What follows belongs to an exercise in optimizing a design on an open flow for small area, a short achievable clock period and few clock cycles per item; a production flow would make more cautious choices. At most, simulation tests tie the RTL to the original design; equivalence was not proved.

== before ==
==> flow/design.v <==
package simonPkg;
	localparam int wordBits = 16;
	localparam int keyWords = 4;
	localparam int rounds = 32;
	localparam int perClk = 4;
	localparam int clks = (rounds + perClk - 1) / perClk;
	localparam int cntBits = (clks > 8) ? 4 : (clks > 4) ? 3 : (clks > 2) ? 2 : 1;
	localparam int lastRounds = rounds - perClk * (clks - 1);
	localparam logic [61:0] zSeq =
		62'b11111010_00100101_01100001_11001101_11110100_01001010_11000011_100110;
	localparam logic [wordBits-1:0] keyConst = 16'hfffc;
endpackage
module simonTop
(
	input logic clk,
	input logic nR,
	input logic newData,
	input logic newKey,
	input logic readData,
	input logic [31:0] inData,
	input logic [7:0] infoIn,
	input logic [7:0] countIn,
	input logic [63:0] key,
	output logic [31:0] outData,
	output logic [7:0] infoOut,
	output logic [7:0] countOut,
	output logic doneData,
	output logic keyReady
);
	localparam int P = simonPkg::perClk;
	localparam int CB = simonPkg::cntBits;
	function automatic logic [15:0] roundF(logic [15:0] x);
		roundF = ({x[14:0], x[15]} & {x[7:0], x[15:8]}) ^ {x[13:0], x[15:14]};
	endfunction
	function automatic logic [63:0] roundsP(logic [31:0] s, logic [16*P-1:0] kw, int n);
		logic [15:0] a;
		logic [15:0] b;
		logic [15:0] t;
		a = s[31:16];
		b = s[15:0];
		roundsP = '0;
		for (int r = 0; r < P; r++)
		begin
			t = (b ^ kw[16*r +: 16]) ^ roundF(a);
			b = a;
			a = t;
			if (r == n - 1)
			begin
				roundsP[63:32] = {a, b};
			end
		end
		roundsP[31:0] = {a, b};
	endfunction
	function automatic logic [15:0] ror(logic [15:0] x, int n);
		ror = (x >> n) | (x << (16 - n));
	endfunction
	function automatic logic [16*(P+4)-1:0] stepP(logic [63:0] x, logic fwd, logic [P-1:0] zb);
		logic [16*(P+4)-1:0] q;
		logic [15:0] d1;
		logic [15:0] d3;
		q = '0;
		q[63:0] = x;
		for (int i = 0; i < P; i++)
		begin
			d1 = q[16*(i+1) +: 16] ^ ror(q[16*(i+1) +: 16], 1);
			d3 = q[16*(i+3) +: 16] ^ ror(q[16*(i+3) +: 16], 1);
			if (fwd)
			begin
				q[16*(i+4) +: 16] = q[16*i +: 16] ^ simonPkg::keyConst ^ {15'b0, zb[i]} ^ d1 ^ ror(d3, 3);
			end
			else
			begin
				q[16*(i+4) +: 16] = q[16*i +: 16] ^ simonPkg::keyConst ^ {15'b0, zb[i]} ^ ror(d1, 3) ^ d3;
			end
		end
		stepP = q;
	endfunction
	function automatic logic [63:0] revWords(logic [63:0] x);
		revWords = {x[15:0], x[31:16], x[47:32], x[63:48]};
	endfunction
	function automatic logic [P-1:0] zBits(logic [CB-1:0] c, logic fwd);
		int j;
		for (int s = 0; s < P; s++)
		begin
			j = P * int'(c) + s;
			if (!fwd)
			begin
				j = 27 - j;
			end
			zBits[s] = (j >= 0 && j < 62) ? simonPkg::zSeq[61 - j] : 1'b0;
		end
	endfunction
	logic prevData;
	logic prevKey;
	logic dataRise;
	logic keyRise;
	logic busy;
	logic waitE;
	logic running;
	logic expand;
	logic kLoad;
	logic eValid;
	logic resInS;
	logic startBlk;
	logic startEnc;
	logic [CB-1:0] cnt;
	logic [P-1:0] zb;
	logic [31:0] S;
	logic [7:0] sInfo;
	logic [7:0] sCount;
	logic [63:0] W;
	logic [63:0] K;
	logic [63:0] E;
	logic [16*(P+4)-1:0] QF;
	logic [16*(P+4)-1:0] QB;
	logic [16*(P+4)-1:0] Q;
	logic [63:0] RR;
	logic [31:0] RP;
	logic [31:0] RL;
	logic [31:0] RO;
	logic [31:0] O;
	logic [7:0] oInfo;
	logic [7:0] oCount;
	logic enc;
	logic lastCyc;
	logic expLast;
	logic finish;
	logic eWrite;
	assign dataRise = newData && !prevData;
	assign keyRise = newKey && !prevKey;
	assign enc = sInfo[6];
	assign running = busy && !waitE;
	assign lastCyc = (cnt == CB'(simonPkg::clks - 1));
	assign expLast = (cnt == CB'(28 / P));
	assign finish = running && lastCyc && !doneData;
	assign startBlk = (dataRise && !busy && (infoIn[6] || eValid)) || (waitE && eValid);
	assign startEnc = infoIn[6] && !waitE;
	assign eWrite = !keyRise && expLast && ((expand && !kLoad) || (running && enc && !eValid));
	assign QF = stepP(W, 1'b1, zb);
	assign QB = stepP(W, 1'b0, zb);
	assign Q = (!running || enc) ? QF : QB;
	assign RR = roundsP(S, Q[16*P-1:0], simonPkg::lastRounds);
	assign RP = RR[31:0];
	assign RL = RR[63:32];
	assign RO = resInS ? S : RL;
	always_ff @(posedge clk or negedge nR)
	begin
		if (!nR)
		begin
			prevData <= 1'b0;
			prevKey <= 1'b0;
			busy <= 1'b0;
			waitE <= 1'b0;
			expand <= 1'b0;
			kLoad <= 1'b0;
			eValid <= 1'b0;
			resInS <= 1'b0;
			cnt <= '0;
			zb <= '0;
			keyReady <= 1'b0;
			doneData <= 1'b0;
		end
		else
		begin
			prevData <= newData;
			prevKey <= newKey;
			kLoad <= keyRise;
			if (startBlk)
			begin
				zb <= zBits('0, startEnc);
			end
			else if (kLoad)
			begin
				zb <= zBits('0, 1'b1);
			end
			else if (expand)
			begin
				zb <= zBits(cnt + CB'(1), 1'b1);
			end
			else
			begin
				zb <= zBits(cnt + CB'(1), enc);
			end
			if (eWrite)
			begin
				eValid <= 1'b1;
			end
			if (keyRise)
			begin
				expand <= 1'b1;
				eValid <= 1'b0;
				keyReady <= 1'b0;
				cnt <= '0;
			end
			else if (startBlk)
			begin
				busy <= 1'b1;
				waitE <= 1'b0;
				expand <= 1'b0;
				cnt <= '0;
			end
			else
			begin
				if (!busy && dataRise)
				begin
					busy <= 1'b1;
					waitE <= 1'b1;
				end
				if (kLoad)
				begin
					keyReady <= 1'b1;
				end
				else if (expand)
				begin
					cnt <= cnt + CB'(1);
					if (expLast)
					begin
						expand <= 1'b0;
						cnt <= '0;
					end
				end
				else if (running)
				begin
					if (!lastCyc)
					begin
						cnt <= cnt + CB'(1);
					end
					else if (finish)
					begin
						busy <= 1'b0;
						resInS <= 1'b0;
						cnt <= '0;
					end
					else
					begin
						resInS <= 1'b1;
					end
				end
			end
			if (finish)
			begin
				doneData <= 1'b1;
			end
			else if (readData)
			begin
				doneData <= 1'b0;
			end
		end
	end
	always_ff @(posedge clk)
	begin
		if (!busy)
		begin
			S <= infoIn[6] ? inData : {inData[15:0], inData[31:16]};
			sInfo <= infoIn;
			sCount <= countIn;
		end
		else if (running && !resInS)
		begin
			S <= lastCyc ? RL : RP;
		end
		if (keyRise)
		begin
			K <= key;
		end
		if (startBlk || kLoad)
		begin
			W <= (kLoad || startEnc) ? K : E;
		end
		else
		begin
			W <= Q[16*P +: 64];
		end
		if (eWrite)
		begin
			E <= revWords(W);
		end
		if (finish)
		begin
			O <= RO;
			oInfo <= sInfo ^ 8'h10;
			oCount <= sCount;
		end
	end
	assign outData = oInfo[6] ? O : {O[15:0], O[31:16]};
	assign infoOut = oInfo;
	assign countOut = oCount;
endmodule
Settings: LEC_CHECK=0, CAP_MARGIN=20, CORE_MARGIN=2, CORE_UTILIZATION=50, PLACE_DENSITY=0.6, SETUP_SLACK_MARGIN=4, SLEW_MARGIN=20; clock period 7.0 ns.
standard.sh (not shown) runs the stock make flow with config.mk's settings and CLKGATE_MAP_FILE= SYNTH_SCRIPT=/design/flow/synth_recipe.tcl, a recipe that flattens the netlist after the stock synthesis.
==> flow/flow/run.sh <==
#!/bin/bash
# The standard layout, with plain buf_1 cells as the port buffers
export BUFFER_PORTS_ARGS="-buffer_cell sky130_fd_sc_hd__buf_1"
bash standard.sh > standard.log 2>&1
Testbench counts of before, summed over its fixed seeds: cycles 3,584, items 384.
### before -> after
--- a/flow/design.v
+++ b/flow/design.v
@@ -6,6 +6,8 @@
 	localparam int clks = (rounds + perClk - 1) / perClk;
 	localparam int cntBits = (clks > 8) ? 4 : (clks > 4) ? 3 : (clks > 2) ? 2 : 1;
 	localparam int lastRounds = rounds - perClk * (clks - 1);
+	localparam int expLast = (28 + perClk - 1) / perClk - 1;
+	localparam int expOff = 28 - perClk * expLast;
 	localparam logic [61:0] zSeq =
 		62'b11111010_00100101_01100001_11001101_11110100_01001010_11000011_100110;
 	localparam logic [wordBits-1:0] keyConst = 16'hfffc;
@@ -131,7 +133,7 @@
 	assign enc = sInfo[6];
 	assign running = busy && !waitE;
 	assign lastCyc = (cnt == CB'(simonPkg::clks - 1));
-	assign expLast = (cnt == CB'(28 / P));
+	assign expLast = (cnt == CB'(simonPkg::expLast));
 	assign finish = running && lastCyc && !doneData;
 	assign startBlk = (dataRise && !busy && (infoIn[6] || eValid)) || (waitE && eValid);
 	assign startEnc = infoIn[6] && !waitE;
@@ -273,16 +275,16 @@
 		end
 		if (eWrite)
 		begin
-			E <= revWords(W);
+			E <= revWords(Q[16*simonPkg::expOff +: 64]);
 		end
 		if (finish)
 		begin
-			O <= RO;
+			O <= enc ? RO : {RO[15:0], RO[31:16]};
 			oInfo <= sInfo ^ 8'h10;
 			oCount <= sCount;
 		end
 	end
-	assign outData = oInfo[6] ? O : {O[15:0], O[31:16]};
+	assign outData = O;
 	assign infoOut = oInfo;
 	assign countOut = oCount;
 endmodule
### Flow results
Area of placed instances essentially unchanged between before and after.
before -> after: register area share after synthesis flat
after finished every step from synthesis to the final layout, and the layout passed the timing, DRC and antenna checks.
In after relative to before, routed wire length had gone down slightly.
Hold slack on after is down relative to before.
after vs before: cell count after synthesis up slightly
Cmp after and before / cell count / higher: before
Number of combinational gates with multiple inputs sits higher in after than in before.
Looking at count of buffers not belonging to the clock network in the layout, after sits 8 below before.
after vs. before: clock-pin slew on the worst setup and hold paths ~0 delta; arrival time at the worst endpoint shows an increase of 0.15 ns; maximum frequency fell 5.2%.
The RTL of after was laid out without a check of its function.

[what the ideal ports hide]
In the flow no input, the clock included, has a driving cell. The finished layouts below were timed again as built, in two steps. Step 1, drivers: a clkbuf_16 drives clk and a buf_2 each remaining input, both assumed. Step 2, shift: input delay + t, output delay - t, t = (earliest + latest rising clock arrival at the registers) / 2. This alone moves slack from input paths to output paths. Slacks: ideal ports / drivers / drivers and shift; pairs: ideal ports / drivers.
| run | t (ns) | setup WS [ns] | worst setup path at the end | clock arrival spread, ns | worst data-port slew with drivers (ns) |
|---|---|---|---|---|---|
| before | 0.611 | 3.799 / 3.769 / 3.474 | input to register | 0.017 / 0.017 | 0.07 |
| after | 0.601 | 3.623 / 3.623 / 3.623 | register to register | 0.041 / 0.041 | 0.06 |
After both steps setup and hold are still met in every run listed. For before, which loses most, drivers alone change the setup slack by -0.030 ns; drivers and shift together by -0.325 ns.
